This is an optimization exercise on Yosys and OpenROAD, whose aim is small area, not a production implementation.
Function was checked by simulation only, so behaviour that the tests miss may differ from the original.
Power figures rest on the tool's default switching activity, not on a simulated workload.

== run 1 ==
Design ifu_top, start of the top module:
module ifu_top #(
	parameter int    QUEUE_DEPTH = 8,
	parameter logic [31:0] RESET_PC    = '0
) (
	input  logic         clk,
	input  logic         rst,
	input  logic         flush,
	input  fetch_pkg::xlen_t        flush_pc,
	output logic         mem_req,
	output fetch_pkg::xlen_t        mem_addr,
	input  logic         mem_ack,
	input  fetch_pkg::xlen_t        mem_data,
	output fetch_pkg::bht_idx_t     bht_idx,
	input  logic         bht_taken,
	input  logic         rob_full,
	input  logic         slb_full,
	input  logic         rs_full,
	output logic         issue_valid,
	output logic         issue_to_slb,
	output fetch_pkg::issue_entry_t issue_entry
);
==> flow/config.mk <==
export PLATFORM = sky130hd
export DESIGN_NAME = ifu_top
export DESIGN_NICKNAME = ifu_top
export VERILOG_FILES = /design/flow/design.v
export SDC_FILE = /design/flow/constraint.sdc
export NUM_CORES = 4
export LEC_CHECK = 0
export CAP_MARGIN = 20
export CORE_MARGIN = 2
export CORE_UTILIZATION = 40
export CTS_BUF_LIST = sky130_fd_sc_hd__clkbuf_8 sky130_fd_sc_hd__clkbuf_16
export CTS_CLUSTER_DIAMETER = 80
export CTS_CLUSTER_SIZE = 20
export SLEW_MARGIN = 20
==> flow/constraint.sdc <==
create_clock -name core_clock -period 6.0 [get_ports {clk}]
set_input_delay 1.2000 -clock core_clock [delete_from_list [all_inputs] [get_ports {clk}]]
set_output_delay 1.2000 -clock core_clock [all_outputs]
set_load 0.01 [all_outputs]
standard.sh (not shown) runs the stock make flow with config.mk's settings and CLKGATE_MAP_FILE= SYNTH_SCRIPT=/design/flow/synth_recipe.tcl, a recipe that flattens the netlist after the stock synthesis.
==> flow/flow/run.sh <==
#!/bin/bash
# The standard layout with two changes to how it is made:
#  - synthesis maps logic with an area-oriented ABC script (flow/abc_area.script);
#    everything else in synthesis, registers included, is the standard one
#  - plain buf_1 cells as the port buffers (every port still gets its own buffer)
set -euo pipefail
here=$(pwd)
rm -rf "$here/scripts_abc"
cp -r "$FLOW_HOME/scripts" "$here/scripts_abc"
cp "$here/flow/abc_area.script" "$here/scripts_abc/abc_speed.script"
export BUFFER_PORTS_ARGS="-buffer_cell sky130_fd_sc_hd__buf_1"
export SETUP_MOVE_SEQUENCE="unbuffer,sizeup,swap"
bash standard.sh SCRIPTS_DIR="$here/scripts_abc" synth > synth.log 2>&1
bash standard.sh finish > layout.log 2>&1
==> flow/flow/abc_area.script <==
&get -n
&st
&syn2
&dc2
&dch
&nf -R 1000
&put
topo
dnsize -c
Run 1 completed end to end with timing, DRC and antenna clean.
Here is what was changed in the inputs of run 2 compared with run 1.
--- a/flow/flow/run.sh
+++ b/flow/flow/run.sh
@@ -11,3 +11,2 @@
 export BUFFER_PORTS_ARGS="-buffer_cell sky130_fd_sc_hd__buf_1"
-export SETUP_MOVE_SEQUENCE="unbuffer,sizeup,swap"
 bash standard.sh SCRIPTS_DIR="$here/scripts_abc" synth > synth.log 2>&1
--- a/flow/flow/abc_area.script
+++ b/flow/flow/abc_area.script
@@ -1 +1,5 @@
+strash
+dc2
+dch
+map -a
 &get -n
--- outcome ---
- No crash in run 2: every stage finished, but the layout fails its final checks due to negative setup slack.
- Run 1 → run 2: length of routed met3 wiring shows an increase of about 1.6%, fraction of synthesized cell area in xor and xnor cells shows a reduction of 0.93 points.
- Run 1 tops out at a higher clock frequency than run 2.
- Global routing usage on met2 came out lower on run 2 than on run 1.
- What run 2 reported for number of instances in the synthesized netlist has to be multiplied by 1.10 to get the figure for run 1.
- The final reports for run 2 and run 1 show global-route usage lower in the former.
- The post-layout minimum cycle time in run 2 sits 1.64 ns above the value recorded for run 1.
Relative to run 2, the following input files were edited for run 3:
==> flow/flow/abc_area.script <==
&get -n
&st
&syn2
&dc2
&dch
&nf -R 1000
&put
topo
dnsize -c
--- a/flow/config.mk
+++ b/flow/config.mk
@@ -9,6 +9,6 @@
 export CORE_MARGIN = 2
-export CORE_UTILIZATION = 40
-export CTS_BUF_LIST = sky130_fd_sc_hd__clkbuf_8 sky130_fd_sc_hd__clkbuf_16
-export CTS_CLUSTER_DIAMETER = 80
-export CTS_CLUSTER_SIZE = 20
+export CORE_UTILIZATION = 72
+export CTS_BUF_LIST = sky130_fd_sc_hd__clkbuf_16
+export CTS_CLUSTER_DIAMETER = 100
+export CTS_CLUSTER_SIZE = 28
 export SLEW_MARGIN = 20
- Run 3 finished end to end and its layout was clean on timing, DRC and antenna.
- Delta (run 3 minus run 2): share of cell area taken by multi-input logic gates rose by 4.6 points, clock-buffer cell count shrank by 7.
- CTS buffer count is higher on run 2
- The met3 wire length in run 3 sits 74% above the value recorded for run 2.
- Run 3 ends up with a proportion of total power due to net switching that is 0.34 points higher than in run 2.
- Via density per instance (run 3 over run 2): increase, 1.3
- Run 3 against run 2: cell count shrank by about 14%, total non-filler cell area in the finished layout shrank by about 9%, worst setup timing slack at the placement stage rose by 1.29 ns.
- Run 3 ends up with higher fraction of area in registers than run 2 does.
- Run 3 vs. run 2: total wire length went down by 1200 um.
Changes in run 4 relative to run 3:
--- a/flow/config.mk
+++ b/flow/config.mk
@@ -9,6 +9,3 @@
 export CORE_MARGIN = 2
-export CORE_UTILIZATION = 72
-export CTS_BUF_LIST = sky130_fd_sc_hd__clkbuf_16
-export CTS_CLUSTER_DIAMETER = 100
-export CTS_CLUSTER_SIZE = 28
+export CORE_UTILIZATION = 40
 export SLEW_MARGIN = 20
--- outcome ---
Lower register-to-register setup slack among run 4 and run 3: run 3. Die outline area, run 4 and run 3: lower on run 3. Compared with run 3, in run 4 worst setup slack up 0.10 ns; part of the total power dissipated in the clock network +15 points.
Inputs modified between run 4 and run 5:
==> flow/flow/abc_area.script <==
&get -n
&st
&dc2
&syn2
&dch
&nf -R 1000
&put
topo
dnsize -c
--- a/flow/config.mk
+++ b/flow/config.mk
@@ -9,3 +9,6 @@
 export CORE_MARGIN = 2
-export CORE_UTILIZATION = 40
+export CORE_UTILIZATION = 60
+export CTS_BUF_LIST = sky130_fd_sc_hd__clkbuf_16
+export CTS_CLUSTER_DIAMETER = 100
+export CTS_CLUSTER_SIZE = 28
 export SLEW_MARGIN = 20
### Flow results
- Run 5: full flow OK, the timing, design-rule and antenna checks passed
- On total power of the final layout, the higher figure sits with run 4, not run 5.
- Diff run 4 -> run 5: global-route usage went up by 6.9 points; depth of the most critical reg-to-reg path went up by 10; critical path depth went up by 9.5%; clock slew seen by the registers of the worst setup and hold paths went up by 0.05 ns.
- Delta (run 5 minus run 4): design area now sits lower, fmax decreased by 0.0036 GHz relative to the old numbers.
Inputs modified between run 5 and run 6:
==> flow/flow/abc_area.script <==
&get -n
&st
&syn2
&dc2
&dch
&nf -R 1000
&put
topo
dnsize -c
--- a/flow/config.mk
+++ b/flow/config.mk
@@ -7,3 +7,3 @@
 export LEC_CHECK = 0
-export CAP_MARGIN = 20
+export CAP_MARGIN = 5
 export CORE_MARGIN = 2
@@ -13,2 +13,2 @@
 export CTS_CLUSTER_SIZE = 28
-export SLEW_MARGIN = 20
+export SLEW_MARGIN = 5
==> comparison <==
- Comparing run 6 with run 5, the sequential share of layout area came out essentially unchanged.
- Looking at run 5 and run 6, the clock insertion delay at the later pin of the skew report is a wash.
- From run 5 to run 6, total clock buffers created by CTS did not move at all.
- In terms of final standard cell area without fillers, run 5 and run 6 differ only marginally.
- Run 6: pin count of the biggest net entering global routing is 61% lower than what run 5 reported.
- Row largest fanout of any net on the critical path: run 6 higher / run 5 lower
- Run 6 closes out successfully: all stages finished, all timing, DRC and antenna checks passed.
- Number of multi-input logic gates is lower on run 5

========
## willow
Starting RTL as in the previous note.
clock: 6.0 ns
lec_check: 0
cap_margin: 20
core_margin: 2
core_utilization: 72
cts_buf_list: sky130_fd_sc_hd__clkbuf_16
cts_cluster_diameter: 100
cts_cluster_size: 28
slew_margin: 20
==> flow/flow/run.sh <==
#!/bin/bash
# The standard layout with two changes to how it is made:
#  - synthesis maps logic with an area-oriented ABC script (flow/abc_area.script);
#    everything else in synthesis, registers included, is the standard one
#  - plain buf_1 cells as the port buffers (every port still gets its own buffer)
set -euo pipefail
here=$(pwd)
rm -rf "$here/scripts_abc"
cp -r "$FLOW_HOME/scripts" "$here/scripts_abc"
cp "$here/flow/abc_area.script" "$here/scripts_abc/abc_speed.script"
export BUFFER_PORTS_ARGS="-buffer_cell sky130_fd_sc_hd__buf_1"
bash standard.sh SCRIPTS_DIR="$here/scripts_abc" synth > synth.log 2>&1
bash standard.sh finish > layout.log 2>&1
==> flow/flow/abc_area.script <==
&get -n
&st
&dc2
&syn2
&dch
&nf -R 1000
&put
topo
dnsize -c
[inputs] ember vs willow
- CORE_UTILIZATION now 40, was 72
==> flow/flow/abc_area.script <==
&get -n
&st
&syn2
&dc2
&dch
&nf -R 1000
&put
topo
dnsize -c
Findings:
The top routing layer in use comes out met5 in one run and met4 in the other, namely in willow and ember respectively. The count of fill cells added during filler insertion in ember is 3.2 times that in willow. Per the comparison of ember with willow, post-layout instance area higher; part of the cycle the worst path needs dropped 3.2 points; time the final worst path needs with I/O delays and setup shrank by 190 ps. ember: number of cells after detailed placement is 295 higher than what willow reported. Compared to willow, ember has count of clock-buffer cells in the layout 1 higher. Count of cells along the worst register-to-register path ended up 10 lower on ember than on willow.

========
ifu_top again, from the RTL that the note above started with.
Settings: LEC_CHECK=0, CAP_MARGIN=20, CORE_MARGIN=2, CORE_UTILIZATION=60, CTS_BUF_LIST=sky130_fd_sc_hd__clkbuf_16, CTS_CLUSTER_DIAMETER=100, CTS_CLUSTER_SIZE=28, SLEW_MARGIN=20; clock period 6.0 ns.
==> flow/flow/abc_area.script <==
&get -n
&st
&syn2
&dc2
&syn2
&dc2
&dch
&nf -R 1000
&put
topo
dnsize -c
Scripts as last shown in full above: flow/flow/run.sh
The first run reached the layout checks and failed them: negative setup slack.
Change:
--- a/flow/config.mk
+++ b/flow/config.mk
@@ -10 +10 @@
-export CORE_UTILIZATION = 60
+export CORE_UTILIZATION = 40
The new run finished with negative setup slack left. Combinational power is higher by 6.2%. Setup slack got worse by 27 ps. Power rises by 1.0%. Global-route usage came out lower by 9.0 points. First-iteration DRC count drops by 15%. Cell area goes up by 2.9%. Non-clock buffer count grows by 36.
Change:
==> flow/flow/abc_area.script (replaced) <==
&get -n
&st
&syn2
&dc2
&dch
&nf -R 1000
&put
topo
dnsize -c
--- a/flow/config.mk
+++ b/flow/config.mk
@@ -10 +10 @@
-export CORE_UTILIZATION = 40
+export CORE_UTILIZATION = 60
After rerunning: The new run completed without violations; via count goes up by 1.6%; power is lower by 2.1%; area after synthesis is higher by about 1.6%.
Change:
--- a/flow/config.mk
+++ b/flow/config.mk
@@ -10,4 +10,5 @@
-export CORE_UTILIZATION = 60
-export CTS_BUF_LIST = sky130_fd_sc_hd__clkbuf_16
-export CTS_CLUSTER_DIAMETER = 100
-export CTS_CLUSTER_SIZE = 28
+export CORE_UTILIZATION = 40
+export CTS_BUF_LIST = sky130_fd_sc_hd__clkbuf_8 sky130_fd_sc_hd__clkbuf_16
+export CTS_CLUSTER_DIAMETER = 80
+export CTS_CLUSTER_SIZE = 20
+export GPL_TIMING_DRIVEN = 0
The changed run went through all stages and came out clean.
Die area grows by 49%.
Power grows by 8.1%.
Wire length grows by 9.6%.

==> static timing again, ports no longer ideal <==
How much do the figures lean on ideal ports? The routed layouts below were timed once more, with nothing changed but the port constraints.
Step 1, drivers: a clkbuf_16 drives clk and a buf_2 each remaining input, both assumed.
Step 2 also shifts input and output timing later by t, the mid clock arrival at the registers, as if the neighbouring blocks saw the same clock.
a / b / c = ideal ports / drivers / drivers and shift; a / b = the first two.
run | t, ns | setup WS [ns] | hold slack, ns | clock arrival spread, ns
run 1 | 0.595 | 0.335 / 0.285 / 0.233 | 0.445 / 0.445 / 0.445 | 0.019 / 0.019
run 2 | 0.591 | -1.304 / -1.354 / -0.763 | 0.440 / 0.440 / 0.440 | 0.030 / 0.030
run 3 | 0.562 | 0.205 / 0.154 / 0.286 | 0.451 / 0.451 / 0.451 | 0.018 / 0.018
run 4 | 0.613 | 0.307 / 0.255 / 0.204 | 0.431 / 0.431 / 0.431 | 0.026 / 0.026
run 5 | 0.561 | 0.187 / 0.135 / 0.216 | 0.455 / 0.455 / 0.455 | 0.023 / 0.023
run 6 | 0.572 | 0.285 / 0.232 / 0.306 | 0.448 / 0.448 / 0.448 | 0.027 / 0.028
willow | 0.575 | 0.101 / 0.051 / 0.049 | 0.416 / 0.416 / 0.416 | 0.058 / 0.057
ember | 0.574 | 0.293 / 0.241 / 0.218 | 0.435 / 0.435 / 0.435 | 0.028 / 0.029
the first run of note 3 | 0.570 | -0.002 / -0.054 / -0.022 | 0.447 / 0.447 / 0.447 | 0.027 / 0.027
the second run of note 3 | 0.574 | -0.029 / -0.084 / -0.084 | 0.444 / 0.444 / 0.444 | 0.023 / 0.023
the third run of note 3 | 0.572 | 0.285 / 0.232 / 0.306 | 0.448 / 0.448 / 0.448 | 0.027 / 0.028
the fourth run of note 3 | 0.613 | 0.296 / 0.242 / -0.120 | 0.437 / 0.437 / 0.437 | 0.030 / 0.030
With both steps, setup timing fails in the fourth run of note 3, where it was met with ideal ports. For the fourth run of note 3, which loses most, drivers alone change the setup slack by -0.054 ns; drivers and shift together by -0.416 ns.
